What follows belongs to an exercise in optimizing a design on an open flow for small area, a short achievable clock period and few clock cycles per item; a production flow would make more cautious choices. In this exercise RTL edits were held to simulation tests only and were not proved equivalent to the original.

## flow/design.v (module list and top-level ports; edited modules follow where they fit)
// module mdc_input_decoder: 20 lines
// module mdc_fa: 5 lines
// module mdc_mul: 362 lines
// module mdc_mul_sub: 423 lines
// module mdc_mac_unit: 806 lines
// module mdc_top: 205 lines
module mdc_top (
    input  logic                        clk,
    input  logic                        rst_n,
    input  logic                        in_valid,
    input  logic [15-1:0]      in_data,
    input  logic [9-1:0] in_mode,
    output logic                        out_valid,
    output logic [207-1:0]       out_data
);
  // ...
==> flow/flow/run.sh <==
#!/bin/bash
# Standard synthesis and layout, with two changes to how the layout is
# made: the ports get plain buffers (buf_2) instead of the delay-cell
# buffers buffer_ports picks by default, and the resizer's setup repair
# aims at a tighter slack than the clock period alone asks for. Each
# tool's full output goes to a log file in this folder (ORFS keeps its
# per-step logs under orfs/logs as well).
set -euo pipefail
MARGIN=$(cat flow/margin.txt)
bash standard.sh SETUP_SLACK_MARGIN="$MARGIN" \
    BUFFER_PORTS_ARGS="-buffer_cell sky130_fd_sc_hd__buf_2" finish > flow_make.log 2>&1
==> flow/flow/margin.txt <==
14
==> flow/standard.sh <==
#!/bin/bash
# synth_recipe.tcl (not shown) runs the flow's synth.tcl, then flattens the netlist and writes it again
# the make line also repeats each setting of config.mk as NAME=value (left out here)
make -C /OpenROAD-flow-scripts/flow DESIGN_CONFIG=/design/flow/config.mk WORK_HOME=/design/flow/orfs CLKGATE_MAP_FILE= SYNTH_SCRIPT=/design/flow/synth_recipe.tcl "${@:-finish}"
==> flow/config.mk <==
export PLATFORM = sky130hd
export DESIGN_NAME = mdc_top
export DESIGN_NICKNAME = mdc_top
export VERILOG_FILES = /design/flow/design.v
export SDC_FILE = /design/flow/constraint.sdc
export NUM_CORES = 4
export LEC_CHECK = 0
export CAP_MARGIN = 20
export CORE_MARGIN = 2
export CORE_UTILIZATION = 40
export SLEW_MARGIN = 20
export SYNTH_HIERARCHICAL = 1
export SYNTH_MINIMUM_KEEP_SIZE = 0
==> flow/constraint.sdc <==
create_clock -name core_clock -period 20.0 [get_ports {clk}]
set_input_delay 4.0000 -clock core_clock [delete_from_list [all_inputs] [get_ports {clk}]]
set_output_delay 4.0000 -clock core_clock [all_outputs]
set_load 0.01 [all_outputs]
==> results.yml, run 1 <==
outcome:
  result_of_the_run: "finished clean"
timing:
  max_slew_margin_pct: 23.6
  setup_tns_ns: 0
setup_path:
  cp.required_ns: 16.00
  worstSetupEndpointType: "output port"
  critical_path_peak_fanout: 52
placed_design:
  place_ws_ns: 13.23
route:
  routed-wl-met3_um: 11300
  average_routed_wire_per_standard_cell_um: 25.4
  vias: 32600
  top_layer_used: "met5"
  wl_met2_um: 67500
  drt_wl_total_um: 143000
layout:
  multi_input_area_mm2: 0.0300
  mostFrequentLayoutCell: "sky130_fd_sc_hd__nor2_1"
  area_delta_synth_final_pct: 11.8
  postLayoutCellArea_mm2: 0.0494
  top_library_cells_by_usage_in_the_layout_fill_and_taps_aside: "sky130_fd_sc_hd__nor2_1, sky130_fd_sc_hd__fa_1, sky130_fd_sc_hd__edfxtp_1, sky130_fd_sc_hd__ha_1, sky130_fd_sc_hd__nand2_1"
clocking:
  tritoncts.num_buffers: 54
hold_path:
  timing.hold.worst.class: "reg2reg"
  worstHoldEndpoint: "dn_q[3][8]"
global_routing:
  grt.overflow.total: 0
  most_used_routing_layer: "met2"
  via_count_of_the_first_global_routing_pass: 33800
synthesis:
  syn_avg_cell_area_um2: 11.0
Testbench counts, summed over its fixed seeds: cycles 42,002, matrices 2,400.
==> module mdc_mul_sub, before the edit <==
module mdc_mul_sub (
    input  logic [10:0] xn,
    input  logic [10:0] yn,
    input  logic [21:0] s,
    output logic [21:0] d
);
    wire n_1 = ~(xn[0] | yn[0]);
    wire n_2 = ~(xn[0] | yn[1]);
    wire n_3 = ~(xn[0] | yn[2]);
    wire n_4 = ~(xn[0] | yn[3]);
    wire n_5 = ~(xn[0] | yn[4]);
    wire n_6 = ~(xn[0] | yn[5]);
    wire n_7 = ~(xn[0] | yn[6]);
    wire n_8 = ~(xn[0] | yn[7]);
    wire n_9 = ~(xn[0] | yn[8]);
    wire n_10 = ~(xn[0] | yn[9]);
    wire n_11 = xn[0] | yn[10];
    wire n_12 = ~(xn[1] | yn[0]);
    wire n_13 = ~(xn[1] | yn[1]);
    wire n_14 = ~(xn[1] | yn[2]);
    wire n_15 = ~(xn[1] | yn[3]);
    wire n_16 = ~(xn[1] | yn[4]);
    wire n_17 = ~(xn[1] | yn[5]);
    wire n_18 = ~(xn[1] | yn[6]);
    wire n_19 = ~(xn[1] | yn[7]);
    wire n_20 = ~(xn[1] | yn[8]);
    wire n_21 = ~(xn[1] | yn[9]);
    wire n_22 = xn[1] | yn[10];
    wire n_23 = ~(xn[2] | yn[0]);
    wire n_24 = ~(xn[2] | yn[1]);
    wire n_25 = ~(xn[2] | yn[2]);
    wire n_26 = ~(xn[2] | yn[3]);
    wire n_27 = ~(xn[2] | yn[4]);
    wire n_28 = ~(xn[2] | yn[5]);
    wire n_29 = ~(xn[2] | yn[6]);
    wire n_30 = ~(xn[2] | yn[7]);
    wire n_31 = ~(xn[2] | yn[8]);
    wire n_32 = ~(xn[2] | yn[9]);
    wire n_33 = xn[2] | yn[10];
    wire n_34 = ~(xn[3] | yn[0]);
    wire n_35 = ~(xn[3] | yn[1]);
    wire n_36 = ~(xn[3] | yn[2]);
    wire n_37 = ~(xn[3] | yn[3]);
    wire n_38 = ~(xn[3] | yn[4]);
    wire n_39 = ~(xn[3] | yn[5]);
    wire n_40 = ~(xn[3] | yn[6]);
    wire n_41 = ~(xn[3] | yn[7]);
    wire n_42 = ~(xn[3] | yn[8]);
    wire n_43 = ~(xn[3] | yn[9]);
    wire n_44 = xn[3] | yn[10];
    wire n_45 = ~(xn[4] | yn[0]);
    wire n_46 = ~(xn[4] | yn[1]);
    wire n_47 = ~(xn[4] | yn[2]);
    wire n_48 = ~(xn[4] | yn[3]);
    wire n_49 = ~(xn[4] | yn[4]);
    wire n_50 = ~(xn[4] | yn[5]);
    wire n_51 = ~(xn[4] | yn[6]);
    wire n_52 = ~(xn[4] | yn[7]);
    wire n_53 = ~(xn[4] | yn[8]);
    wire n_54 = ~(xn[4] | yn[9]);
    wire n_55 = xn[4] | yn[10];
    wire n_56 = ~(xn[5] | yn[0]);
    wire n_57 = ~(xn[5] | yn[1]);
    wire n_58 = ~(xn[5] | yn[2]);
    wire n_59 = ~(xn[5] | yn[3]);
    wire n_60 = ~(xn[5] | yn[4]);
    wire n_61 = ~(xn[5] | yn[5]);
    wire n_62 = ~(xn[5] | yn[6]);
    wire n_63 = ~(xn[5] | yn[7]);
    wire n_64 = ~(xn[5] | yn[8]);
    wire n_65 = ~(xn[5] | yn[9]);
    wire n_66 = xn[5] | yn[10];
    wire n_67 = ~(xn[6] | yn[0]);
    wire n_68 = ~(xn[6] | yn[1]);
    wire n_69 = ~(xn[6] | yn[2]);
    wire n_70 = ~(xn[6] | yn[3]);
    wire n_71 = ~(xn[6] | yn[4]);
    wire n_72 = ~(xn[6] | yn[5]);
    wire n_73 = ~(xn[6] | yn[6]);
    wire n_74 = ~(xn[6] | yn[7]);
    wire n_75 = ~(xn[6] | yn[8]);
    wire n_76 = ~(xn[6] | yn[9]);
    wire n_77 = xn[6] | yn[10];
    wire n_78 = ~(xn[7] | yn[0]);
    wire n_79 = ~(xn[7] | yn[1]);
    wire n_80 = ~(xn[7] | yn[2]);
    wire n_81 = ~(xn[7] | yn[3]);
    wire n_82 = ~(xn[7] | yn[4]);
    wire n_83 = ~(xn[7] | yn[5]);
    wire n_84 = ~(xn[7] | yn[6]);
    wire n_85 = ~(xn[7] | yn[7]);
    wire n_86 = ~(xn[7] | yn[8]);
    wire n_87 = ~(xn[7] | yn[9]);
    wire n_88 = xn[7] | yn[10];
    wire n_89 = ~(xn[8] | yn[0]);
    wire n_90 = ~(xn[8] | yn[1]);
    wire n_91 = ~(xn[8] | yn[2]);
    wire n_92 = ~(xn[8] | yn[3]);
    wire n_93 = ~(xn[8] | yn[4]);
    wire n_94 = ~(xn[8] | yn[5]);
    wire n_95 = ~(xn[8] | yn[6]);
    wire n_96 = ~(xn[8] | yn[7]);
    wire n_97 = ~(xn[8] | yn[8]);
    wire n_98 = ~(xn[8] | yn[9]);
    wire n_99 = xn[8] | yn[10];
    wire n_100 = ~(xn[9] | yn[0]);
    wire n_101 = ~(xn[9] | yn[1]);
    wire n_102 = ~(xn[9] | yn[2]);
    wire n_103 = ~(xn[9] | yn[3]);
    wire n_104 = ~(xn[9] | yn[4]);
    wire n_105 = ~(xn[9] | yn[5]);
    wire n_106 = ~(xn[9] | yn[6]);
    wire n_107 = ~(xn[9] | yn[7]);
    wire n_108 = ~(xn[9] | yn[8]);
    wire n_109 = ~(xn[9] | yn[9]);
    wire n_110 = xn[9] | yn[10];
    wire n_111 = xn[10] | yn[0];
    wire n_112 = xn[10] | yn[1];
    wire n_113 = xn[10] | yn[2];
    wire n_114 = xn[10] | yn[3];
    wire n_115 = xn[10] | yn[4];
    wire n_116 = xn[10] | yn[5];
    wire n_117 = xn[10] | yn[6];
    wire n_118 = xn[10] | yn[7];
    wire n_119 = xn[10] | yn[8];
    wire n_120 = xn[10] | yn[9];
    wire n_121 = ~(xn[10] | yn[10]);
    wire n_122 = ~(s[0]);
    wire n_123 = ~(s[1]);
    wire n_124 = ~(s[2]);
    wire n_125 = ~(s[3]);
    wire n_126 = ~(s[4]);
    wire n_127 = ~(s[5]);
    wire n_128 = ~(s[6]);
    wire n_129 = ~(s[7]);
    wire n_130 = ~(s[8]);
    wire n_131 = ~(s[9]);
    wire n_132 = ~(s[10]);
    wire n_133 = ~(s[11]);
    wire n_134 = ~(s[12]);
    wire n_135 = ~(s[13]);
    wire n_136 = ~(s[14]);
    wire n_137 = ~(s[15]);
    wire n_138 = ~(s[16]);
    wire n_139 = ~(s[17]);
    wire n_140 = ~(s[18]);
    wire n_141 = ~(s[19]);
    wire n_142 = ~(s[20]);
    wire n_143 = s[21];
    wire n_144, n_145;
    mdc_fa un_144 (.a(1'b1), .b(n_122), .c(n_1), .s(n_144), .co(n_145));
    wire n_146, n_147;
    mdc_fa un_146 (.a(n_123), .b(n_2), .c(n_12), .s(n_146), .co(n_147));
    wire n_148, n_149;
    mdc_fa un_148 (.a(n_124), .b(n_3), .c(n_13), .s(n_148), .co(n_149));
    wire n_150, n_151;
    mdc_fa un_150 (.a(n_125), .b(n_4), .c(n_14), .s(n_150), .co(n_151));
    wire n_152 = n_24 ^ n_34;
    wire n_153 = n_24 & n_34;
    wire n_154, n_155;
    mdc_fa un_154 (.a(n_126), .b(n_5), .c(n_15), .s(n_154), .co(n_155));
    wire n_156, n_157;
    mdc_fa un_156 (.a(n_25), .b(n_35), .c(n_45), .s(n_156), .co(n_157));
    wire n_158, n_159;
    mdc_fa un_158 (.a(n_127), .b(n_6), .c(n_16), .s(n_158), .co(n_159));
    wire n_160, n_161;
    mdc_fa un_160 (.a(n_26), .b(n_36), .c(n_46), .s(n_160), .co(n_161));
    wire n_162, n_163;
    mdc_fa un_162 (.a(n_128), .b(n_7), .c(n_17), .s(n_162), .co(n_163));
    wire n_164, n_165;
    mdc_fa un_164 (.a(n_27), .b(n_37), .c(n_47), .s(n_164), .co(n_165));
    wire n_166 = n_57 ^ n_67;
    wire n_167 = n_57 & n_67;
    wire n_168, n_169;
    mdc_fa un_168 (.a(n_129), .b(n_8), .c(n_18), .s(n_168), .co(n_169));
    wire n_170, n_171;
    mdc_fa un_170 (.a(n_28), .b(n_38), .c(n_48), .s(n_170), .co(n_171));
    wire n_172, n_173;
    mdc_fa un_172 (.a(n_58), .b(n_68), .c(n_78), .s(n_172), .co(n_173));
    wire n_174, n_175;
    mdc_fa un_174 (.a(n_130), .b(n_9), .c(n_19), .s(n_174), .co(n_175));
    wire n_176, n_177;
    mdc_fa un_176 (.a(n_29), .b(n_39), .c(n_49), .s(n_176), .co(n_177));
    wire n_178, n_179;
    mdc_fa un_178 (.a(n_59), .b(n_69), .c(n_79), .s(n_178), .co(n_179));
    wire n_180, n_181;
    mdc_fa un_180 (.a(n_131), .b(n_10), .c(n_20), .s(n_180), .co(n_181));
    wire n_182, n_183;
    mdc_fa un_182 (.a(n_30), .b(n_40), .c(n_50), .s(n_182), .co(n_183));
    wire n_184, n_185;
    mdc_fa un_184 (.a(n_60), .b(n_70), .c(n_80), .s(n_184), .co(n_185));
    wire n_186 = n_90 ^ n_100;
    wire n_187 = n_90 & n_100;
    wire n_188, n_189;
    mdc_fa un_188 (.a(n_132), .b(n_11), .c(n_21), .s(n_188), .co(n_189));
    wire n_190, n_191;
    mdc_fa un_190 (.a(n_31), .b(n_41), .c(n_51), .s(n_190), .co(n_191));
    wire n_192, n_193;
    mdc_fa un_192 (.a(n_61), .b(n_71), .c(n_81), .s(n_192), .co(n_193));
    wire n_194, n_195;
    mdc_fa un_194 (.a(n_91), .b(n_101), .c(n_111), .s(n_194), .co(n_195));
    wire n_196, n_197;
    mdc_fa un_196 (.a(1'b1), .b(n_133), .c(n_22), .s(n_196), .co(n_197));
    wire n_198, n_199;
    mdc_fa un_198 (.a(n_32), .b(n_42), .c(n_52), .s(n_198), .co(n_199));
    wire n_200, n_201;
    mdc_fa un_200 (.a(n_62), .b(n_72), .c(n_82), .s(n_200), .co(n_201));
    wire n_202, n_203;
    mdc_fa un_202 (.a(n_92), .b(n_102), .c(n_112), .s(n_202), .co(n_203));
    wire n_204, n_205;
    mdc_fa un_204 (.a(n_134), .b(n_33), .c(n_43), .s(n_204), .co(n_205));
    wire n_206, n_207;
    mdc_fa un_206 (.a(n_53), .b(n_63), .c(n_73), .s(n_206), .co(n_207));
    wire n_208, n_209;
    mdc_fa un_208 (.a(n_83), .b(n_93), .c(n_103), .s(n_208), .co(n_209));
    wire n_210, n_211;
    mdc_fa un_210 (.a(n_135), .b(n_44), .c(n_54), .s(n_210), .co(n_211));
    wire n_212, n_213;
    mdc_fa un_212 (.a(n_64), .b(n_74), .c(n_84), .s(n_212), .co(n_213));
    wire n_214, n_215;
    mdc_fa un_214 (.a(n_94), .b(n_104), .c(n_114), .s(n_214), .co(n_215));
    wire n_216, n_217;
    mdc_fa un_216 (.a(n_136), .b(n_55), .c(n_65), .s(n_216), .co(n_217));
    wire n_218, n_219;
    mdc_fa un_218 (.a(n_75), .b(n_85), .c(n_95), .s(n_218), .co(n_219));
    wire n_220 = n_105 ^ n_115;
    wire n_221 = n_105 & n_115;
    wire n_222, n_223;
    mdc_fa un_222 (.a(n_137), .b(n_66), .c(n_76), .s(n_222), .co(n_223));
    wire n_224, n_225;
    mdc_fa un_224 (.a(n_86), .b(n_96), .c(n_106), .s(n_224), .co(n_225));
    wire n_226, n_227;
    mdc_fa un_226 (.a(n_138), .b(n_77), .c(n_87), .s(n_226), .co(n_227));
    wire n_228, n_229;
    mdc_fa un_228 (.a(n_97), .b(n_107), .c(n_117), .s(n_228), .co(n_229));
    wire n_230, n_231;
    mdc_fa un_230 (.a(n_139), .b(n_88), .c(n_98), .s(n_230), .co(n_231));
    wire n_232 = n_108 ^ n_118;
    wire n_233 = n_108 & n_118;
    wire n_234, n_235;
    mdc_fa un_234 (.a(n_140), .b(n_99), .c(n_109), .s(n_234), .co(n_235));
    wire n_236, n_237;
    mdc_fa un_236 (.a(n_141), .b(n_110), .c(n_120), .s(n_236), .co(n_237));
    wire n_238 = n_142 ^ n_121;
    wire n_239 = n_142 & n_121;
    wire n_240, n_241;
    mdc_fa un_240 (.a(n_23), .b(n_147), .c(n_148), .s(n_240), .co(n_241));
    wire n_242, n_243;
    mdc_fa un_242 (.a(n_152), .b(n_149), .c(n_150), .s(n_242), .co(n_243));
    wire n_244, n_245;
    mdc_fa un_244 (.a(n_153), .b(n_151), .c(n_154), .s(n_244), .co(n_245));
    wire n_246, n_247;
    mdc_fa un_246 (.a(n_56), .b(n_155), .c(n_157), .s(n_246), .co(n_247));
    wire n_248 = n_158 ^ n_160;
    wire n_249 = n_158 & n_160;
    wire n_250, n_251;
    mdc_fa un_250 (.a(n_166), .b(n_159), .c(n_161), .s(n_250), .co(n_251));
    wire n_252 = n_162 ^ n_164;
    wire n_253 = n_162 & n_164;
    wire n_254, n_255;
    mdc_fa un_254 (.a(n_167), .b(n_163), .c(n_165), .s(n_254), .co(n_255));
    wire n_256, n_257;
    mdc_fa un_256 (.a(n_168), .b(n_170), .c(n_172), .s(n_256), .co(n_257));
    wire n_258, n_259;
    mdc_fa un_258 (.a(n_89), .b(n_169), .c(n_171), .s(n_258), .co(n_259));
    wire n_260, n_261;
    mdc_fa un_260 (.a(n_173), .b(n_174), .c(n_176), .s(n_260), .co(n_261));
    wire n_262, n_263;
    mdc_fa un_262 (.a(n_186), .b(n_175), .c(n_177), .s(n_262), .co(n_263));
    wire n_264, n_265;
    mdc_fa un_264 (.a(n_179), .b(n_180), .c(n_182), .s(n_264), .co(n_265));
    wire n_266, n_267;
    mdc_fa un_266 (.a(n_187), .b(n_181), .c(n_183), .s(n_266), .co(n_267));
    wire n_268, n_269;
    mdc_fa un_268 (.a(n_185), .b(n_188), .c(n_190), .s(n_268), .co(n_269));
    wire n_270 = n_192 ^ n_194;
    wire n_271 = n_192 & n_194;
    wire n_272, n_273;
    mdc_fa un_272 (.a(n_189), .b(n_191), .c(n_193), .s(n_272), .co(n_273));
    wire n_274, n_275;
    mdc_fa un_274 (.a(n_195), .b(n_196), .c(n_198), .s(n_274), .co(n_275));
    wire n_276 = n_200 ^ n_202;
    wire n_277 = n_200 & n_202;
    wire n_278, n_279;
    mdc_fa un_278 (.a(n_113), .b(n_197), .c(n_199), .s(n_278), .co(n_279));
    wire n_280, n_281;
    mdc_fa un_280 (.a(n_201), .b(n_203), .c(n_204), .s(n_280), .co(n_281));
    wire n_282 = n_206 ^ n_208;
    wire n_283 = n_206 & n_208;
    wire n_284, n_285;
    mdc_fa un_284 (.a(n_205), .b(n_207), .c(n_209), .s(n_284), .co(n_285));
    wire n_286, n_287;
    mdc_fa un_286 (.a(n_210), .b(n_212), .c(n_214), .s(n_286), .co(n_287));
    wire n_288, n_289;
    mdc_fa un_288 (.a(n_220), .b(n_211), .c(n_213), .s(n_288), .co(n_289));
    wire n_290, n_291;
    mdc_fa un_290 (.a(n_215), .b(n_216), .c(n_218), .s(n_290), .co(n_291));
    wire n_292, n_293;
    mdc_fa un_292 (.a(n_116), .b(n_221), .c(n_217), .s(n_292), .co(n_293));
    wire n_294, n_295;
    mdc_fa un_294 (.a(n_219), .b(n_222), .c(n_224), .s(n_294), .co(n_295));
    wire n_296, n_297;
    mdc_fa un_296 (.a(n_223), .b(n_225), .c(n_226), .s(n_296), .co(n_297));
    wire n_298, n_299;
    mdc_fa un_298 (.a(n_232), .b(n_227), .c(n_229), .s(n_298), .co(n_299));
    wire n_300, n_301;
    mdc_fa un_300 (.a(n_119), .b(n_233), .c(n_231), .s(n_300), .co(n_301));
    wire n_302 = n_235 ^ n_236;
    wire n_303 = n_235 & n_236;
    wire n_304 = n_238 ^ n_237;
    wire n_305 = n_238 & n_237;
    wire n_306 = n_143 ^ n_239;
    wire n_307 = n_143 & n_239;
    wire n_308, n_309;
    mdc_fa un_308 (.a(n_156), .b(n_243), .c(n_244), .s(n_308), .co(n_309));
    wire n_310, n_311;
    mdc_fa un_310 (.a(n_248), .b(n_245), .c(n_246), .s(n_310), .co(n_311));
    wire n_312, n_313;
    mdc_fa un_312 (.a(n_249), .b(n_252), .c(n_247), .s(n_312), .co(n_313));
    wire n_314, n_315;
    mdc_fa un_314 (.a(n_253), .b(n_251), .c(n_254), .s(n_314), .co(n_315));
    wire n_316, n_317;
    mdc_fa un_316 (.a(n_178), .b(n_255), .c(n_257), .s(n_316), .co(n_317));
    wire n_318 = n_258 ^ n_260;
    wire n_319 = n_258 & n_260;
    wire n_320, n_321;
    mdc_fa un_320 (.a(n_184), .b(n_259), .c(n_261), .s(n_320), .co(n_321));
    wire n_322 = n_262 ^ n_264;
    wire n_323 = n_262 & n_264;
    wire n_324, n_325;
    mdc_fa un_324 (.a(n_270), .b(n_263), .c(n_265), .s(n_324), .co(n_325));
    wire n_326 = n_266 ^ n_268;
    wire n_327 = n_266 & n_268;
    wire n_328, n_329;
    mdc_fa un_328 (.a(n_271), .b(n_276), .c(n_267), .s(n_328), .co(n_329));
    wire n_330, n_331;
    mdc_fa un_330 (.a(n_269), .b(n_272), .c(n_274), .s(n_330), .co(n_331));
    wire n_332, n_333;
    mdc_fa un_332 (.a(n_277), .b(n_282), .c(n_273), .s(n_332), .co(n_333));
    wire n_334, n_335;
    mdc_fa un_334 (.a(n_275), .b(n_278), .c(n_280), .s(n_334), .co(n_335));
    wire n_336, n_337;
    mdc_fa un_336 (.a(n_283), .b(n_279), .c(n_281), .s(n_336), .co(n_337));
    wire n_338 = n_284 ^ n_286;
    wire n_339 = n_284 & n_286;
    wire n_340, n_341;
    mdc_fa un_340 (.a(n_285), .b(n_287), .c(n_288), .s(n_340), .co(n_341));
    wire n_342, n_343;
    mdc_fa un_342 (.a(n_289), .b(n_291), .c(n_292), .s(n_342), .co(n_343));
    wire n_344, n_345;
    mdc_fa un_344 (.a(n_228), .b(n_293), .c(n_295), .s(n_344), .co(n_345));
    wire n_346, n_347;
    mdc_fa un_346 (.a(n_230), .b(n_297), .c(n_298), .s(n_346), .co(n_347));
    wire n_348, n_349;
    mdc_fa un_348 (.a(n_234), .b(n_299), .c(n_300), .s(n_348), .co(n_349));
    wire n_350 = n_302 ^ n_301;
    wire n_351 = n_302 & n_301;
    wire n_352 = n_303 ^ n_304;
    wire n_353 = n_303 & n_304;
    wire n_354 = n_306 ^ n_305;
    wire n_355 = n_306 & n_305;
    wire n_356, n_357;
    mdc_fa un_356 (.a(n_250), .b(n_311), .c(n_312), .s(n_356), .co(n_357));
    wire n_358, n_359;
    mdc_fa un_358 (.a(n_256), .b(n_313), .c(n_314), .s(n_358), .co(n_359));
    wire n_360, n_361;
    mdc_fa un_360 (.a(n_318), .b(n_315), .c(n_316), .s(n_360), .co(n_361));
    wire n_362, n_363;
    mdc_fa un_362 (.a(n_319), .b(n_322), .c(n_317), .s(n_362), .co(n_363));
    wire n_364, n_365;
    mdc_fa un_364 (.a(n_323), .b(n_326), .c(n_321), .s(n_364), .co(n_365));
    wire n_366, n_367;
    mdc_fa un_366 (.a(n_327), .b(n_325), .c(n_328), .s(n_366), .co(n_367));
    wire n_368, n_369;
    mdc_fa un_368 (.a(n_329), .b(n_331), .c(n_332), .s(n_368), .co(n_369));
    wire n_370, n_371;
    mdc_fa un_370 (.a(n_338), .b(n_333), .c(n_335), .s(n_370), .co(n_371));
    wire n_372, n_373;
    mdc_fa un_372 (.a(n_290), .b(n_339), .c(n_337), .s(n_372), .co(n_373));
    wire n_374, n_375;
    mdc_fa un_374 (.a(n_294), .b(n_341), .c(n_342), .s(n_374), .co(n_375));
    wire n_376, n_377;
    mdc_fa un_376 (.a(n_296), .b(n_343), .c(n_344), .s(n_376), .co(n_377));
    wire n_378 = n_345 ^ n_346;
    wire n_379 = n_345 & n_346;
    wire n_380 = n_347 ^ n_348;
    wire n_381 = n_347 & n_348;
    wire n_382 = n_350 ^ n_349;
    wire n_383 = n_350 & n_349;
    wire n_384 = n_352 ^ n_351;
    wire n_385 = n_352 & n_351;
    wire n_386 = n_353 ^ n_354;
    wire n_387 = n_353 & n_354;
    wire n_388, n_389;
    mdc_fa un_388 (.a(n_320), .b(n_361), .c(n_362), .s(n_388), .co(n_389));
    wire n_390, n_391;
    mdc_fa un_390 (.a(n_324), .b(n_363), .c(n_364), .s(n_390), .co(n_391));
    wire n_392, n_393;
    mdc_fa un_392 (.a(n_330), .b(n_365), .c(n_366), .s(n_392), .co(n_393));
    wire n_394, n_395;
    mdc_fa un_394 (.a(n_334), .b(n_367), .c(n_368), .s(n_394), .co(n_395));
    wire n_396, n_397;
    mdc_fa un_396 (.a(n_336), .b(n_369), .c(n_370), .s(n_396), .co(n_397));
    wire n_398, n_399;
    mdc_fa un_398 (.a(n_340), .b(n_371), .c(n_372), .s(n_398), .co(n_399));
    wire n_400 = n_373 ^ n_374;
    wire n_401 = n_373 & n_374;
    wire n_402 = n_375 ^ n_376;
    wire n_403 = n_375 & n_376;
    wire n_404 = n_378 ^ n_377;
    wire n_405 = n_378 & n_377;
    wire n_406 = n_379 ^ n_380;
    wire n_407 = n_379 & n_380;
    wire n_408 = n_381 ^ n_382;
    wire n_409 = n_381 & n_382;
    wire n_410 = n_384 ^ n_383;
    wire n_411 = n_384 & n_383;
    wire n_412 = n_386 ^ n_385;
    wire n_413 = n_386 & n_385;
    wire [21:0] row_a = {n_411, n_409, n_407, n_405, n_403, n_401, n_399, n_397, n_395, n_393, n_391, n_389, n_388, n_359, n_357, n_356, n_309, n_308, n_241, n_240, n_145, n_144};
    wire [21:0] row_b = {n_412, n_410, n_408, n_406, n_404, n_402, n_400, n_398, n_396, n_394, n_392, n_390, 1'b0, n_360, n_358, 1'b0, n_310, 1'b0, n_242, 1'b0, n_146, 1'b0};
    assign d = row_a + row_b;
endmodule
==> module mdc_top, before the edit <==
module mdc_top (
    input  logic                        clk,
    input  logic                        rst_n,
    input  logic                        in_valid,
    input  logic [15-1:0]      in_data,
    input  logic [9-1:0] in_mode,
    output logic                        out_valid,
    output logic [207-1:0]       out_data
);
    localparam int EW = 11;    
    localparam int MW = 22;             
    localparam int AW = 34;             
    logic [4:0] t_q;
    logic [4:0] t_nx;
    logic       det3_q;
    logic       start;
    logic       mode_det3;
    assign start = in_valid && (t_q == 5'd0 || t_q >= 5'd16);
    localparam int NOV = 4;
    logic [NOV-1:0] ov_q;
    logic           fin;
    logic [4:0]     t_p1, t_p2, t_p3;
    logic           fin1, fin2, fin3;
    logic           f1_q, f2_q, f2b_q, f3_q, f3b_q, f3c_q;
    assign t_p1 = t_q + 5'd1;
    assign t_p2 = t_q + 5'd2;
    assign t_p3 = t_q + 5'd3;
    assign fin  = det3_q ? (t_q  == 5'd17) : (t_q  == 5'd16);
    assign fin1 = det3_q ? (t_p1 == 5'd17) : (t_p1 == 5'd16);
    assign fin2 = det3_q ? (t_p2 == 5'd17) : (t_p2 == 5'd16);
    assign fin3 = det3_q ? (t_p3 == 5'd17) : (t_p3 == 5'd16);
    always_comb begin
        t_nx = t_q;
        if (start) begin
            t_nx = 5'd1;
        end else if (t_q != 5'd0 && t_q < 5'd16) begin
            if (in_valid) t_nx = t_q + 5'd1;
        end else if (t_q >= 5'd16 && t_q != 5'd20) begin
            t_nx = t_q + 5'd1;
        end
    end
    always_ff @(posedge clk or negedge rst_n) begin
        if (!rst_n) begin
            t_q       <= 5'd0;
            out_valid <= 1'b0;
            ov_q      <= '0;
            {f1_q, f2_q, f2b_q, f3_q, f3b_q, f3c_q} <= '0;
        end else begin
            t_q       <= t_nx;
            out_valid <= fin;
            f1_q      <= fin1;
            f2_q      <= fin2;
            f2b_q     <= f2_q;
            f3_q      <= fin3;
            f3b_q     <= f3_q;
            f3c_q     <= f3b_q;
            ov_q[0]   <= fin;
            ov_q[1]   <= f1_q;
            ov_q[2]   <= f2b_q;
            ov_q[3]   <= f3c_q;
        end
    end
    logic [9-1:0] mraw_q;
    always_ff @(posedge clk) begin
        if (start) mraw_q <= in_mode;
        det3_q <= mode_det3;
    end
    logic [4:0] t_up;
    assign t_up = t_q + 5'd1;
    logic c_ma, c_mb, c_sh;
    logic c_m01, c_m12;
    logic c0_zs3, c0_zs1, c0_ws3, c0_ws1;
    logic c1_zs2, c1_zs0, c1_ws2, c1_ws0;
    always_ff @(posedge clk) begin
            c_mb    <= det3_q && (t_up == 5'd12 || t_up == 5'd13);
            c_ma    <= det3_q && (t_up == 5'd13 || t_up == 5'd14);
            c_sh    <= !det3_q && (t_up == 5'd6  || t_up == 5'd7  || t_up == 5'd8  ||
                                   t_up == 5'd10 || t_up == 5'd11 || t_up == 5'd12 ||
                                   t_up == 5'd14 || t_up == 5'd15 || t_up == 5'd16);
            c_m01   <= det3_q && t_up == 5'd10;
            c_m12   <= det3_q && t_up == 5'd11;
            c0_zs3  <= t_up == 5'd12 || t_up == 5'd15;
            c0_zs1  <= t_up == 5'd14 || t_up == 5'd16;
            c0_ws3  <= det3_q && (t_up == 5'd11 || t_up == 5'd12 || t_up == 5'd15);
            c0_ws1  <= det3_q && (t_up == 5'd13 || t_up == 5'd14 || t_up == 5'd16);
            c1_zs2  <= t_up == 5'd13 || t_up == 5'd16;
            c1_zs0  <= t_up == 5'd15 || t_up == 5'd17;
            c1_ws2  <= det3_q && (t_up == 5'd12 || t_up == 5'd13 || t_up == 5'd16);
            c1_ws0  <= det3_q && (t_up == 5'd14 || t_up == 5'd15 || t_up == 5'd17);
    end
    logic [EW-1:0] elem;
    logic [EW-1:0] mode_fix;
    mdc_input_decoder u_dec_data (.code(in_data), .data(elem));
    mdc_input_decoder u_dec_mode (
        .code ({mraw_q, {(15 - 9){1'b0}}}),
        .data (mode_fix)
    );
    assign mode_det3 = mode_fix[EW - 5 + 1];
    logic [EW-1:0] dn_q [0:7];
    logic signed [EW-1:0] r0_q [0:2];
    always_ff @(posedge clk) begin
        dn_q[0] <= ~elem;
        for (int i = 1; i <= 7; i++) dn_q[i] <= dn_q[i-1];
        if (start)                   r0_q[0] <= elem;
        if (in_valid && t_q == 5'd1) r0_q[1] <= elem;
        if (in_valid && t_q == 5'd2) r0_q[2] <= elem;
    end
    logic [EW-1:0]        xan, yan, xbn, ybn;
    logic signed [MW-1:0] pb, pb_q;
    logic signed [MW-1:0] minor;
    assign xbn = c_mb ? dn_q[7] : dn_q[3];
    assign ybn = c_mb ? dn_q[1] : dn_q[0];
    assign xan = c_ma ? dn_q[6] : dn_q[5];
    assign yan = c_ma ? dn_q[4] : dn_q[0];
    mdc_mul     u_mul_b (.xn(xbn), .yn(ybn), .p(pb));
    mdc_mul_sub u_mul_a (.xn(xan), .yn(yan), .s(pb_q), .d(minor));
    always_ff @(posedge clk) begin
        pb_q <= pb;
    end
    logic signed [MW-1:0] m01_q, m12_q;
    always_ff @(posedge clk) begin
        if (c_m01) m01_q <= minor;
        if (c_m12) m12_q <= minor;
    end
    logic [207-1:0] res_q;
    logic signed [AW-1:0] slot [0:3];
    always_comb begin
        for (int s = 0; s < 4; s++) begin
            slot[s] = res_q[s * 51 +: AW];
        end
    end
    logic n_x_el_0, n_x_dq_0, n_x_r0_0, n_x_r1_0, n_x_r2_0;
    logic n_y_mn_0, n_y_m01_0, n_y_hd_0;
    logic n_x_el_1, n_x_dq_1, n_x_r1_1, n_x_r2_1, n_x_r3_1;
    logic n_y_mn_1, n_y_m12_1, n_y_hd_1;
    always_comb begin
        n_x_r2_0  = t_up == 5'd11;
        n_x_r0_0  = t_up == 5'd12;
        n_x_r1_0  = t_up == 5'd15;
        n_x_el_0  = t_up == 5'd13 || t_up == 5'd14;
        n_x_dq_0  = t_up == 5'd16;
        n_y_mn_0  = t_up == 5'd11 || t_up == 5'd12 || t_up == 5'd14;
        n_y_hd_0  = t_up == 5'd13 || t_up == 5'd15;
        n_y_m01_0 = t_up == 5'd16;
        n_x_r3_1  = t_up == 5'd12;
        n_x_r1_1  = t_up == 5'd13;
        n_x_r2_1  = t_up == 5'd16;
        n_x_el_1  = t_up == 5'd14 || t_up == 5'd15;
        n_x_dq_1  = t_up == 5'd17;
        n_y_mn_1  = t_up == 5'd12 || t_up == 5'd13 || t_up == 5'd15;
        n_y_hd_1  = t_up == 5'd14 || t_up == 5'd16;
        n_y_m12_1 = t_up == 5'd17;
    end
    logic [EW-1:0] x0n_q, x1n_q;
    logic [MW-1:0] y0n_q, y1n_q;
    always_ff @(posedge clk) begin
        x0n_q <= n_x_dq_0 ? dn_q[0] :
                 ~(({EW{n_x_r0_0}} & r0_q[0]) | ({EW{n_x_r1_0}} & r0_q[1]) |
                   ({EW{n_x_r2_0}} & r0_q[2]) | ({EW{n_x_el_0}} & elem));
        x1n_q <= (n_x_dq_1 ? dn_q[0] : '0) | (n_x_r3_1 ? dn_q[7] : '0) |
                 ~(({EW{n_x_r1_1}} & r0_q[1]) | ({EW{n_x_r2_1}} & r0_q[2]) |
                   ({EW{n_x_el_1}} & elem) | {EW{n_x_dq_1 | n_x_r3_1}});
        if (!n_y_hd_0) begin
            y0n_q <= ~(({MW{n_y_mn_0}} & minor) | ({MW{n_y_m01_0}} & m01_q));
        end
        if (!n_y_hd_1) begin
            y1n_q <= ~(({MW{n_y_mn_1}} & minor) | ({MW{n_y_m12_1}} & m12_q));
        end
    end
    logic signed [AW-1:0] z0, acc0;
    logic                 we0_s3, we0_s1;
    assign z0 = ({AW{c0_zs3}} & slot[3]) | ({AW{c0_zs1}} & slot[1]);
    assign we0_s3 = c0_ws3;
    assign we0_s1 = c0_ws1;
    mdc_mac_unit u_mac0 (.xn(x0n_q), .yn(y0n_q), .z(z0), .acc(acc0));
    logic signed [AW-1:0] z1, acc1;
    logic                 we1_s2, we1_s0;
    assign z1 = ({AW{c1_zs2}} & slot[2]) | ({AW{c1_zs0}} & slot[0]);
    assign we1_s2 = c1_ws2;
    assign we1_s0 = c1_ws0;
    mdc_mac_unit u_mac1 (.xn(x1n_q), .yn(y1n_q), .z(z1), .acc(acc1));
    logic sh_en;
    assign sh_en = c_sh;
    localparam int W3 = 51;
    localparam int W2 = 23;
    logic [207-1:0] sh_d, ac_d, we_b, res_d;
    assign sh_d = {res_q[207-W2-1:0], {(W2 - MW){minor[MW-1]}}, minor};
    assign ac_d = {3'b000,
                   {(W3 - AW){acc0[AW-1]}}, acc0, {(W3 - AW){acc1[AW-1]}}, acc1,
                   {(W3 - AW){acc0[AW-1]}}, acc0, {(W3 - AW){acc1[AW-1]}}, acc1};
    assign we_b = {3'b000, {W3{we0_s3}}, {W3{we1_s2}}, {W3{we0_s1}}, {W3{we1_s0}}};
    assign res_d = ({207{sh_en}} & sh_d) | (we_b & ac_d);
    always_ff @(posedge clk) begin
        for (int b = 0; b < 207; b++) begin
            if (sh_en || we_b[b]) res_q[b] <= res_d[b];
        end
    end
    logic [207-1:0] res_g;
    assign res_g = {det3_q ? 3'b000 : res_q[207-1 -: 3], res_q[207-4:0]};
    always_comb begin
        for (int b = 0; b < 207; b++) begin
            out_data[b] = ov_q[b * NOV / 207] & res_g[b];
        end
    end
endmodule
==> inputs of run 2 (changes only) <==
--- a/flow/design.v
+++ b/flow/design.v
@@ -389,17 +389,17 @@
     wire [21:0] row_a = {n_351, n_349, n_347, n_345, n_343, n_341, n_339, n_337, n_335, n_333, n_331, n_330, n_303, n_301, n_300, n_259, n_258, n_203, n_202, n_122, n_2, n_1};
     wire [21:0] row_b = {n_352, n_350, n_348, n_346, n_344, n_342, n_340, n_338, n_336, n_334, n_332, 1'b0, n_304, n_302, 1'b0, n_260, 1'b0, n_204, 1'b0, 1'b0, n_12, 1'b0};
     assign p = row_a + row_b;
 endmodule
 module mdc_mul_sub (
     input  logic [10:0] xn,
     input  logic [10:0] yn,
     input  logic [21:0] s,
-    output logic [21:0] d
+    output logic [21:0] dn
 );
     wire n_1 = ~(xn[0] | yn[0]);
     wire n_2 = ~(xn[0] | yn[1]);
     wire n_3 = ~(xn[0] | yn[2]);
     wire n_4 = ~(xn[0] | yn[3]);
     wire n_5 = ~(xn[0] | yn[4]);
     wire n_6 = ~(xn[0] | yn[5]);
     wire n_7 = ~(xn[0] | yn[6]);
@@ -806,23 +806,23 @@
     wire n_408 = n_381 ^ n_382;
     wire n_409 = n_381 & n_382;
     wire n_410 = n_384 ^ n_383;
     wire n_411 = n_384 & n_383;
     wire n_412 = n_386 ^ n_385;
     wire n_413 = n_386 & n_385;
     wire [21:0] row_a = {n_411, n_409, n_407, n_405, n_403, n_401, n_399, n_397, n_395, n_393, n_391, n_389, n_388, n_359, n_357, n_356, n_309, n_308, n_241, n_240, n_145, n_144};
     wire [21:0] row_b = {n_412, n_410, n_408, n_406, n_404, n_402, n_400, n_398, n_396, n_394, n_392, n_390, 1'b0, n_360, n_358, 1'b0, n_310, 1'b0, n_242, 1'b0, n_146, 1'b0};
-    assign d = row_a + row_b;
+    assign dn = ~(row_a + row_b);
 endmodule
 module mdc_mac_unit (
     input  logic [10:0] xn,
     input  logic [21:0] yn,
     input  logic [33:0] z,
-    output logic [33:0] acc
+    output logic [33:0] accn
 );
     wire n_1 = ~(xn[0] | yn[0]);
     wire n_2 = ~(xn[0] | yn[1]);
     wire n_3 = ~(xn[0] | yn[2]);
     wire n_4 = ~(xn[0] | yn[3]);
     wire n_5 = ~(xn[0] | yn[4]);
     wire n_6 = ~(xn[0] | yn[5]);
     wire n_7 = ~(xn[0] | yn[6]);
@@ -1612,17 +1612,17 @@
     wire n_791 = n_741 ^ n_740;
     wire n_792 = n_741 & n_740;
     wire n_793 = n_743 ^ n_742;
     wire n_794 = n_743 & n_742;
     wire n_795 = n_744 ^ n_745;
     wire n_796 = n_744 & n_745;
     wire [33:0] row_a = {n_794, n_792, n_790, n_788, n_786, n_784, n_782, n_780, n_778, n_776, n_774, n_772, n_770, n_768, n_766, n_764, n_762, n_760, n_758, n_756, n_754, n_752, n_750, n_748, n_747, n_694, n_692, n_691, n_598, n_597, n_462, n_461, n_277, n_243};
     wire [33:0] row_b = {n_795, n_793, n_791, n_789, n_787, n_785, n_783, n_781, n_779, n_777, n_775, n_773, n_771, n_769, n_767, n_765, n_763, n_761, n_759, n_757, n_755, n_753, n_751, n_749, 1'b0, n_695, n_693, 1'b0, n_599, 1'b0, n_463, 1'b0, 1'b0, n_1};
-    assign acc = row_a + row_b;
+    assign accn = ~(row_a + row_b);
 endmodule
 `timescale 1ns/1ps
 module mdc_top (
     input  logic                        clk,
     input  logic                        rst_n,
     input  logic                        in_valid,
     input  logic [15-1:0]      in_data,
     input  logic [9-1:0] in_mode,
@@ -1634,17 +1634,17 @@
     localparam int AW = 34;             
     logic [4:0] t_q;
     logic [4:0] t_nx;
     logic       det3_q;
     logic       start;
     logic       mode_det3;
     assign start = in_valid && (t_q == 5'd0 || t_q >= 5'd16);
     localparam int NOV = 4;
-    logic [NOV-1:0] ov_q;
+    logic [NOV-1:0] ovn_q;
     logic           fin;
     logic [4:0]     t_p1, t_p2, t_p3;
     logic           fin1, fin2, fin3;
     logic           f1_q, f2_q, f2b_q, f3_q, f3b_q, f3c_q;
     assign t_p1 = t_q + 5'd1;
     assign t_p2 = t_q + 5'd2;
     assign t_p3 = t_q + 5'd3;
     assign fin  = det3_q ? (t_q  == 5'd17) : (t_q  == 5'd16);
@@ -1660,31 +1660,31 @@
         end else if (t_q >= 5'd16 && t_q != 5'd20) begin
             t_nx = t_q + 5'd1;
         end
     end
     always_ff @(posedge clk or negedge rst_n) begin
         if (!rst_n) begin
             t_q       <= 5'd0;
             out_valid <= 1'b0;
-            ov_q      <= '0;
+            ovn_q     <= '1;
             {f1_q, f2_q, f2b_q, f3_q, f3b_q, f3c_q} <= '0;
         end else begin
             t_q       <= t_nx;
             out_valid <= fin;
             f1_q      <= fin1;
             f2_q      <= fin2;
             f2b_q     <= f2_q;
             f3_q      <= fin3;
             f3b_q     <= f3_q;
             f3c_q     <= f3b_q;
-            ov_q[0]   <= fin;
-            ov_q[1]   <= f1_q;
-            ov_q[2]   <= f2b_q;
-            ov_q[3]   <= f3c_q;
+            ovn_q[0]  <= ~fin;
+            ovn_q[1]  <= ~f1_q;
+            ovn_q[2]  <= ~f2b_q;
+            ovn_q[3]  <= ~f3c_q;
         end
     end
     logic [9-1:0] mraw_q;
     always_ff @(posedge clk) begin
         if (start) mraw_q <= in_mode;
         det3_q <= mode_det3;
     end
     logic [4:0] t_up;
@@ -1714,46 +1714,47 @@
     logic [EW-1:0] mode_fix;
     mdc_input_decoder u_dec_data (.code(in_data), .data(elem));
     mdc_input_decoder u_dec_mode (
         .code ({mraw_q, {(15 - 9){1'b0}}}),
         .data (mode_fix)
     );
     assign mode_det3 = mode_fix[EW - 5 + 1];
     logic [EW-1:0] dn_q [0:7];
-    logic signed [EW-1:0] r0_q [0:2];
+    logic signed [EW-1:0] r0_q [0:3];
     always_ff @(posedge clk) begin
         dn_q[0] <= ~elem;
         for (int i = 1; i <= 7; i++) dn_q[i] <= dn_q[i-1];
         if (start)                   r0_q[0] <= elem;
         if (in_valid && t_q == 5'd1) r0_q[1] <= elem;
         if (in_valid && t_q == 5'd2) r0_q[2] <= elem;
+        if (in_valid && t_q == 5'd3) r0_q[3] <= elem;
     end
     logic [EW-1:0]        xan, yan, xbn, ybn;
     logic signed [MW-1:0] pb, pb_q;
-    logic signed [MW-1:0] minor;
+    logic [MW-1:0]        minor_n;    
     assign xbn = c_mb ? dn_q[7] : dn_q[3];
     assign ybn = c_mb ? dn_q[1] : dn_q[0];
     assign xan = c_ma ? dn_q[6] : dn_q[5];
     assign yan = c_ma ? dn_q[4] : dn_q[0];
     mdc_mul     u_mul_b (.xn(xbn), .yn(ybn), .p(pb));
-    mdc_mul_sub u_mul_a (.xn(xan), .yn(yan), .s(pb_q), .d(minor));
+    mdc_mul_sub u_mul_a (.xn(xan), .yn(yan), .s(pb_q), .dn(minor_n));
     always_ff @(posedge clk) begin
         pb_q <= pb;
     end
-    logic signed [MW-1:0] m01_q, m12_q;
+    logic [MW-1:0]        m01n_q, m12n_q;
     always_ff @(posedge clk) begin
-        if (c_m01) m01_q <= minor;
-        if (c_m12) m12_q <= minor;
+        if (c_m01) m01n_q <= minor_n;
+        if (c_m12) m12n_q <= minor_n;
     end
-    logic [207-1:0] res_q;
+    logic [207-1:0] resn_q;
     logic signed [AW-1:0] slot [0:3];
     always_comb begin
         for (int s = 0; s < 4; s++) begin
-            slot[s] = res_q[s * 51 +: AW];
+            slot[s] = ~resn_q[s * 51 +: AW];
         end
     end
     logic n_x_el_0, n_x_dq_0, n_x_r0_0, n_x_r1_0, n_x_r2_0;
     logic n_y_mn_0, n_y_m01_0, n_y_hd_0;
     logic n_x_el_1, n_x_dq_1, n_x_r1_1, n_x_r2_1, n_x_r3_1;
     logic n_y_mn_1, n_y_m12_1, n_y_hd_1;
     always_comb begin
         n_x_r2_0  = t_up == 5'd11;
@@ -1774,54 +1775,55 @@
         n_y_m12_1 = t_up == 5'd17;
     end
     logic [EW-1:0] x0n_q, x1n_q;
     logic [MW-1:0] y0n_q, y1n_q;
     always_ff @(posedge clk) begin
         x0n_q <= n_x_dq_0 ? dn_q[0] :
                  ~(({EW{n_x_r0_0}} & r0_q[0]) | ({EW{n_x_r1_0}} & r0_q[1]) |
                    ({EW{n_x_r2_0}} & r0_q[2]) | ({EW{n_x_el_0}} & elem));
-        x1n_q <= (n_x_dq_1 ? dn_q[0] : '0) | (n_x_r3_1 ? dn_q[7] : '0) |
+        x1n_q <= n_x_dq_1 ? dn_q[0] :
                  ~(({EW{n_x_r1_1}} & r0_q[1]) | ({EW{n_x_r2_1}} & r0_q[2]) |
-                   ({EW{n_x_el_1}} & elem) | {EW{n_x_dq_1 | n_x_r3_1}});
+                   ({EW{n_x_r3_1}} & r0_q[3]) | ({EW{n_x_el_1}} & elem));
         if (!n_y_hd_0) begin
-            y0n_q <= ~(({MW{n_y_mn_0}} & minor) | ({MW{n_y_m01_0}} & m01_q));
+            y0n_q <= ({MW{n_y_mn_0}} & minor_n) | ({MW{n_y_m01_0}} & m01n_q);
         end
         if (!n_y_hd_1) begin
-            y1n_q <= ~(({MW{n_y_mn_1}} & minor) | ({MW{n_y_m12_1}} & m12_q));
+            y1n_q <= ({MW{n_y_mn_1}} & minor_n) | ({MW{n_y_m12_1}} & m12n_q);
         end
     end
-    logic signed [AW-1:0] z0, acc0;
+    logic [AW-1:0]        z0, acc0_n;
     logic                 we0_s3, we0_s1;
     assign z0 = ({AW{c0_zs3}} & slot[3]) | ({AW{c0_zs1}} & slot[1]);
     assign we0_s3 = c0_ws3;
     assign we0_s1 = c0_ws1;
-    mdc_mac_unit u_mac0 (.xn(x0n_q), .yn(y0n_q), .z(z0), .acc(acc0));
-    logic signed [AW-1:0] z1, acc1;
+    mdc_mac_unit u_mac0 (.xn(x0n_q), .yn(y0n_q), .z(z0), .accn(acc0_n));
+    logic [AW-1:0]        z1, acc1_n;
     logic                 we1_s2, we1_s0;
     assign z1 = ({AW{c1_zs2}} & slot[2]) | ({AW{c1_zs0}} & slot[0]);
     assign we1_s2 = c1_ws2;
     assign we1_s0 = c1_ws0;
-    mdc_mac_unit u_mac1 (.xn(x1n_q), .yn(y1n_q), .z(z1), .acc(acc1));
+    mdc_mac_unit u_mac1 (.xn(x1n_q), .yn(y1n_q), .z(z1), .accn(acc1_n));
     logic sh_en;
     assign sh_en = c_sh;
     localparam int W3 = 51;
     localparam int W2 = 23;
     logic [207-1:0] sh_d, ac_d, we_b, res_d;
-    assign sh_d = {res_q[207-W2-1:0], {(W2 - MW){minor[MW-1]}}, minor};
-    assign ac_d = {3'b000,
-                   {(W3 - AW){acc0[AW-1]}}, acc0, {(W3 - AW){acc1[AW-1]}}, acc1,
-                   {(W3 - AW){acc0[AW-1]}}, acc0, {(W3 - AW){acc1[AW-1]}}, acc1};
+    assign sh_d = {resn_q[207-W2-1:0], {(W2 - MW){minor_n[MW-1]}}, minor_n};
+    assign ac_d = {3'b111,
+                   {(W3 - AW){acc0_n[AW-1]}}, acc0_n, {(W3 - AW){acc1_n[AW-1]}}, acc1_n,
+                   {(W3 - AW){acc0_n[AW-1]}}, acc0_n, {(W3 - AW){acc1_n[AW-1]}}, acc1_n};
     assign we_b = {3'b000, {W3{we0_s3}}, {W3{we1_s2}}, {W3{we0_s1}}, {W3{we1_s0}}};
     assign res_d = ({207{sh_en}} & sh_d) | (we_b & ac_d);
     always_ff @(posedge clk) begin
         for (int b = 0; b < 207; b++) begin
-            if (sh_en || we_b[b]) res_q[b] <= res_d[b];
+            if (sh_en || we_b[b]) resn_q[b] <= res_d[b];
         end
     end
-    logic [207-1:0] res_g;
-    assign res_g = {det3_q ? 3'b000 : res_q[207-1 -: 3], res_q[207-4:0]};
     always_comb begin
-        for (int b = 0; b < 207; b++) begin
-            out_data[b] = ov_q[b * NOV / 207] & res_g[b];
+        for (int b = 0; b < 207 - 3; b++) begin
+            out_data[b] = ~(resn_q[b] | ovn_q[b * NOV / 207]);
+        end
+        for (int b = 207 - 3; b < 207; b++) begin
+            out_data[b] = ~(resn_q[b] | ovn_q[NOV - 1] | det3_q);
         end
     end
 endmodule
==> run 2 against run 1 <==
Compared with the run above: global-route usage is 0.20 points lower; synthesized area decreased by 0.82%; critical path type unchanged.
==> results.yml, run 2 <==
timing:
  grt_setup_unrepaired: "yes"
  layout_worst_path_cycle_share_pct: 29.8
  max_slew_margin_pct: 23.6
  total_count_of_max_transition_violations_in_the_final_report: 0
  hold_viol: 0
  setup_tns_ns: 0
  fmax_mhz: 168
  tightest_pin_transition_ns: 1.14
  setup_viol: 0
  final.min_clock_period_ns: 5.95
  worst_clock_skew_ns: 0.0428
global_routing:
  via_count_of_the_first_global_routing_pass: 33000
  wire_length_of_the_first_global_routing_pass_um: 212000
  tot_gr_track_use_pct: 25.0
  grt_start_max_net_pins: 85
  antenna_found_initial: 7
  grt.overflow.total: 0
setup_path:
  reg2reg_to: "resn_q[20]"
  worstSetupEndpointType: "output port"
  cp_data_arrival_time_ns: 1.95
  cp-start-kind: "flop"
  path_class: "reg2out"
  critical_path_peak_fanout: 52
  reg2regPathDepth: 15
  crit_start: "ovn_q[0]"
  r2r-start: "c_ma"
  cp.required_ns: 16.00
  regToRegSetupSlack_ns: 14.14
die:
  dieArea_mm2: 0.112
  floorplan.core_area_mm2: 0.109
  initial_core_utilization_pct: 40.3
  dieHeight_um: 335
  design.portCount: 235
  placementRows: 121
  floorplan.die.width_um: 335
layout:
  postLayoutCellArea_mm2: 0.0489
  insertedDiodeCount: 0
  area_delta_synth_final_pct: 11.5
  top_library_cells_by_usage_in_the_layout_fill_and_taps_aside: "sky130_fd_sc_hd__nor2_1, sky130_fd_sc_hd__fa_1, sky130_fd_sc_hd__edfxtp_1, sky130_fd_sc_hd__ha_1, sky130_fd_sc_hd__nand2_1"
  largestRegisters: "resn_q (207), dn_q (88), r0_q (44)"
  layout-drive-gt1-share_pct: 16.6
  post-route-util_pct: 44.9
  top_register: "resn_q"
  number_of_flip_flops_in_the_largest_register: 207
  final_nets: 5014
  mostFrequentLayoutCell: "sky130_fd_sc_hd__nor2_1"
route:
  drt_iter0_drc: 3366
  met1Wirelength_um: 58000
  drt_pass1_iterations: 6
  average_routed_wire_per_standard_cell_um: 25.4
  drt_wl_total_um: 142000
  routed-wl-met3_um: 13800
  via_per_inst: 5.87
  wl_met2_um: 64500
  drt_drc_violations_left: 0
  top_layer_used: "met5"
  detail-route-antenna-nets: 0
  vias: 32800
clocking:
  tritoncts.num_buffers: 53
  cts_hold_repair.buffers: 0
  cts_max_path_buffers: 3
  cts.reportedPaths.clkPinSlew_ns: 0.06
  clock_sinks: 510
  clk_latency_ns: 0.64
  tritoncts: "yes"
  htree_levels: 2
  root_buffer: "sky130_fd_sc_hd__clkbuf_16"
synthesis:
  syn_avg_cell_area_um2: 10.8
  post_synthesis_instance_area_mm2: 0.0439
  post_synth_inst_count: 4052
  yosysWarnings: 11
placed_design:
  place.port_buffers: 234
  dp_hpwl_um: 108000
  gpl.final_weighted_congestion: 0.960
  placedInstanceArea_mm2: 0.0461
hold_path:
  whs_path_depth: 0
  timing.hold.worst.class: "reg2reg"
  hp-start: "dn_q[2][1]"
  worstHoldEndpoint: "dn_q[3][1]"
job:
  cap_viol_max_count: 0
outcome:
  result_of_the_run: "finished clean"
## run 2: final cells by class
type | count | area [µm²]
Clock buffer | 71 | 1480
Timing Repair Buffer | 299 | 1770
Multi-Input combinational cell | 3198 | 29500
Inverter | 73 | 274
Clock inverter | 28 | 304
Fill cell | 10200 | 60000
Tap cell | 1414 | 1770
Sequential cell | 510 | 13800
## run 2: metrics by stage
step	cells	hold WS [ns]	setup WS, ns
after floorplan	4065	0.310	14.04
after global placement	5479	0.310	13.27
after detailed placement	5479	0.312	13.13
after CTS	5581	0.327	13.93
after global routing	5593	0.333	13.93
final	5593	0.326	14.05
## run 2: worst max-delay path by stage
stage / depth (start not counted) / to / slack (ns)
CTS: 15 / resn_q[20] / 13.93
detailed placement: 17 / resn_q[100] / 13.13
global route: 9 / x0n_q[4] / 13.93
global placement: 9 / x1n_q[7] / 13.27
floorplan: 8 / x0n_q[1] / 14.04
finish: 3 / out_data[20] / 14.05
## run 2: timing repair
action	in CTS	in global routing
gates cloned	0	2
pin swaps	2	6
setup endpoints to repair	198	158
setup buffers	3	10
gates resized for setup	55	95
## run 2: worst max-delay path: stages, from the launching register on
cell	delay, ns
sky130_fd_sc_hd__dfstp_2	0.52
sky130_fd_sc_hd__buf_6	0.35
sky130_fd_sc_hd__nor2_1	0.17
sky130_fd_sc_hd__buf_2	0.18
## run 2: layer usage
layer / vias up / track usage, %
met5: - / 0
met3: 274 / 5.68
met4: 10 / 9.04
li1: 14100 / -
met2: 1717 / 39.5
met1: 16700 / 33.9
Testbench counts of run 2, summed over its fixed seeds: cycles 42,002, matrices 2,400.
==> inputs of run 3 (changes only) <==
==> flow/flow/margin.txt (replaced) <==
14.25
==> run 3 against run 2 <==
Compared with the run above: still clean on timing, DRC and antenna; core utilization grew 2.5 points; clock-buffer cell count decreased by 1; hold slack about the same; die area did not move; sequential share of layout area is 1.4 points lower; fmax rose by 1.7%; first-iteration DRC count increased by 0.86%; critical endpoint is now out_data[36]; highest routed layer unchanged.
==> results.yml, run 3 <==
placed_design:
  gpl.final_weighted_congestion: 0.943
  place_ws_ns: 12.76
  dp_hpwl_um: 109000
  placedInstanceArea_mm2: 0.0462
  place.port_buffers: 234
outcome:
  result_of_the_run: "finished clean"
setup_path:
  path_class: "reg2out"
  critical-path-slowest-cell: "sky130_fd_sc_hd__dfstp_4"
  regToRegSetupSlack_ns: 14.23
  r2r-start: "c_ma"
  cp-start-kind: "flop"
  crit_path_max_incr_delay_ns: 0.66
  cp_delay_by_family_top: "flip-flops"
  cp.required_ns: 16.00
  reg2regPathDepth: 15
  critical_path.cell_chain: "buf_12 > buf_16 > nor2_1 > buf_2"
  reg2reg_to: "resn_q[20]"
  path_buf_inv: 3
  worstSetupEndpointType: "output port"
  critical_path_peak_fanout: 13
  cp_data_arrival_time_ns: 1.85
layout:
  post-route-util_pct: 47.4
  number_of_flip_flops_in_the_largest_register: 207
  postLayoutCellArea_mm2: 0.0516
  mostFrequentLayoutCell: "sky130_fd_sc_hd__nor2_1"
  final_nets: 5162
  top_register: "resn_q"
  top_library_cells_by_usage_in_the_layout_fill_and_taps_aside: "sky130_fd_sc_hd__nor2_1, sky130_fd_sc_hd__fa_1, sky130_fd_sc_hd__edfxtp_1, sky130_fd_sc_hd__nand2_1, sky130_fd_sc_hd__ha_1"
  layout-drive-gt1-share_pct: 22.7
  nFillCells: 9932
  insertedDiodeCount: 0
  area_delta_synth_final_pct: 17.6
  largestRegisters: "resn_q (207), dn_q (88), r0_q (44)"
timing:
  hold_viol: 0
  grt_setup_unrepaired: "yes"
  layout_worst_path_cycle_share_pct: 29.2
  final.min_clock_period_ns: 5.85
  worst_clock_skew_ns: 0.0640
  final_setup_slack_of_the_worst_path_ns: 14.15
  setup_viol: 0
  fmax_mhz: 171
  setup_tns_ns: 0
  total_count_of_max_transition_violations_in_the_final_report: 0
  max_slew_margin_pct: 26.3
  tightest_pin_transition_ns: 1.10
route:
  average_routed_wire_per_standard_cell_um: 25.7
  drt_wl_total_um: 148000
  drt_drc_violations_left: 0
  drt_pass1_iterations: 6
  detail-route-antenna-nets: 0
  vias: 33800
  via_per_inst: 5.88
  drt_iter0_drc: 3395
synthesis:
  yosysWarnings: 11
  post_synth_inst_count: 4052
  post_synthesis_instance_area_mm2: 0.0439
  syn_avg_cell_area_um2: 10.8
global_routing:
  via_count_of_the_first_global_routing_pass: 32900
  grt_use_met1_pct: 34.5
  most_used_routing_layer: "met2"
  met2_track_demand_over_resource_in_global_routing_pct: 39.5
  globalRouteMet3Util_pct: 4.69
  grt_start_max_net_pins: 93
  grt.overflow.total: 0
  antenna_found_initial: 4
  tot_gr_track_use_pct: 25.3
  wire_length_of_the_first_global_routing_pass_um: 214000
die:
  floorplan.die.width_um: 335
  dieArea_mm2: 0.112
  dieHeight_um: 335
  floorplan.core_area_mm2: 0.109
  placementRows: 121
  design.portCount: 235
  initial_core_utilization_pct: 40.3
hold_path:
  hp-start: "dn_q[2][4]"
  whs_path_depth: 0
  worstHoldEndpoint: "dn_q[3][4]"
  timing.hold.worst.class: "reg2reg"
clocking:
  cts_hold_repair.buffers: 0
  root_buffer: "sky130_fd_sc_hd__clkbuf_16"
  cts.reportedPaths.clkPinSlew_ns: 0.06
  clk_latency_ns: 0.66
  tritoncts: "yes"
  clock_sinks: 510
  cts_max_path_buffers: 3
  tritoncts.num_buffers: 51
  htree_levels: 2
job:
  cap_viol_max_count: 0
-- run 3: cell count changes in the layout (fill, tap and decap cells not counted), sizes merged --
cell / before / now
nand2: 242 / 243
buf: 297 / 437
clkinvlp: 3 / 1
mux2: 46 / 50
clkinv: 22 / 23
bufinv: 4 / 2
clkbuf: 73 / 76
inv: 72 / 73
-- run 3: final cells by class --
class | instances | area, µm² | area share, %
clock inverters | 25 | 226 | 0.439
multi-input cells | 3203 | 30600 | 59.2
well taps | 1414 | 1770 | 3.43
flip-flops and latches | 510 | 13800 | 26.8
repair inverters | 1 | 8.76 | 0.0170
clock buffers | 70 | 1460 | 2.83
repair buffers | 443 | 3420 | 6.64
inverters | 73 | 293 | 0.568
-- run 3: stage by stage --
step,hold WS [ns],instances
2_1_floorplan,0.310,4065
3_3_place_gp,0.310,5479
3_5_place_dp,0.312,5479
4_1_cts,0.327,5618
5_1_grt,0.332,5739
6_report,0.326,5739
-- run 3: layer usage --
metal,part of all wire (%),up-vias
met3,9.2,345
met4,5.6,2
met1,40,17200
met2,45,1819
met5,0.0095,-
li1,-,14400
-- run 3: repair_timing --
action	4_1_cts	5_1_grt
gates cloned	2	14
pin swaps	14	67
resized for setup	134	312
buffers inserted	42	107
endpoints found under the hold margin	0	0
endpoints found under the setup margin	385	224
-- run 3: how the worst max path moves through the flow --
stage / start / endpoint / slack [ns] / cells past startpoint
after floorplan: in_data[1] / x0n_q[7] / 14.13 / 8
after global placement: c0_zs1 / resn_q[87] / 12.84 / 16
after detailed placement: c0_zs1 / resn_q[88] / 12.76 / 16
after CTS: ovn_q[1] / out_data[102] / 14.14 / 3
after global routing: c1_zs2 / resn_q[139] / 14.09 / 17
final: ovn_q[0] / out_data[36] / 14.15 / 4

static timing again, ports no longer ideal:
The results above use ideal ports. As a check the final layouts listed here were re-extracted and re-timed, cells and wires unchanged.
Step 1 (the two cells are an assumption about what drives the block):
set clk [get_ports {clk}]
set_driving_cell -lib_cell sky130_fd_sc_hd__clkbuf_16 $clk
set_driving_cell -lib_cell sky130_fd_sc_hd__buf_2 [delete_from_list [all_inputs] $clk]
Step 2 moves the port delays by t, midway between the first and last clock arrival at a register: inputs arrive t later, outputs are due t later. That takes back most of the time a late clock gives input paths.
Three values: ideal ports, drivers, drivers and shift; two values: the first two.
run | t, ns | slack for setup (ns) | slew at the worst register clock pin (ns) | worst slew at a driven data input, ns
run 1 | 0.708 | 14.009 / 13.946 / 13.362 | 0.08 / 0.08 | 0.06
run 2 | 0.689 | 14.049 / 13.977 / 13.356 | 0.07 / 0.07 | 0.14
run 3 | 0.706 | 14.151 / 14.075 / 13.519 | 0.07 / 0.07 | 0.14
After both steps setup and hold are still met in every run listed. For run 2, which loses most, drivers alone change the setup slack by -0.072 ns; drivers and shift together by -0.693 ns.
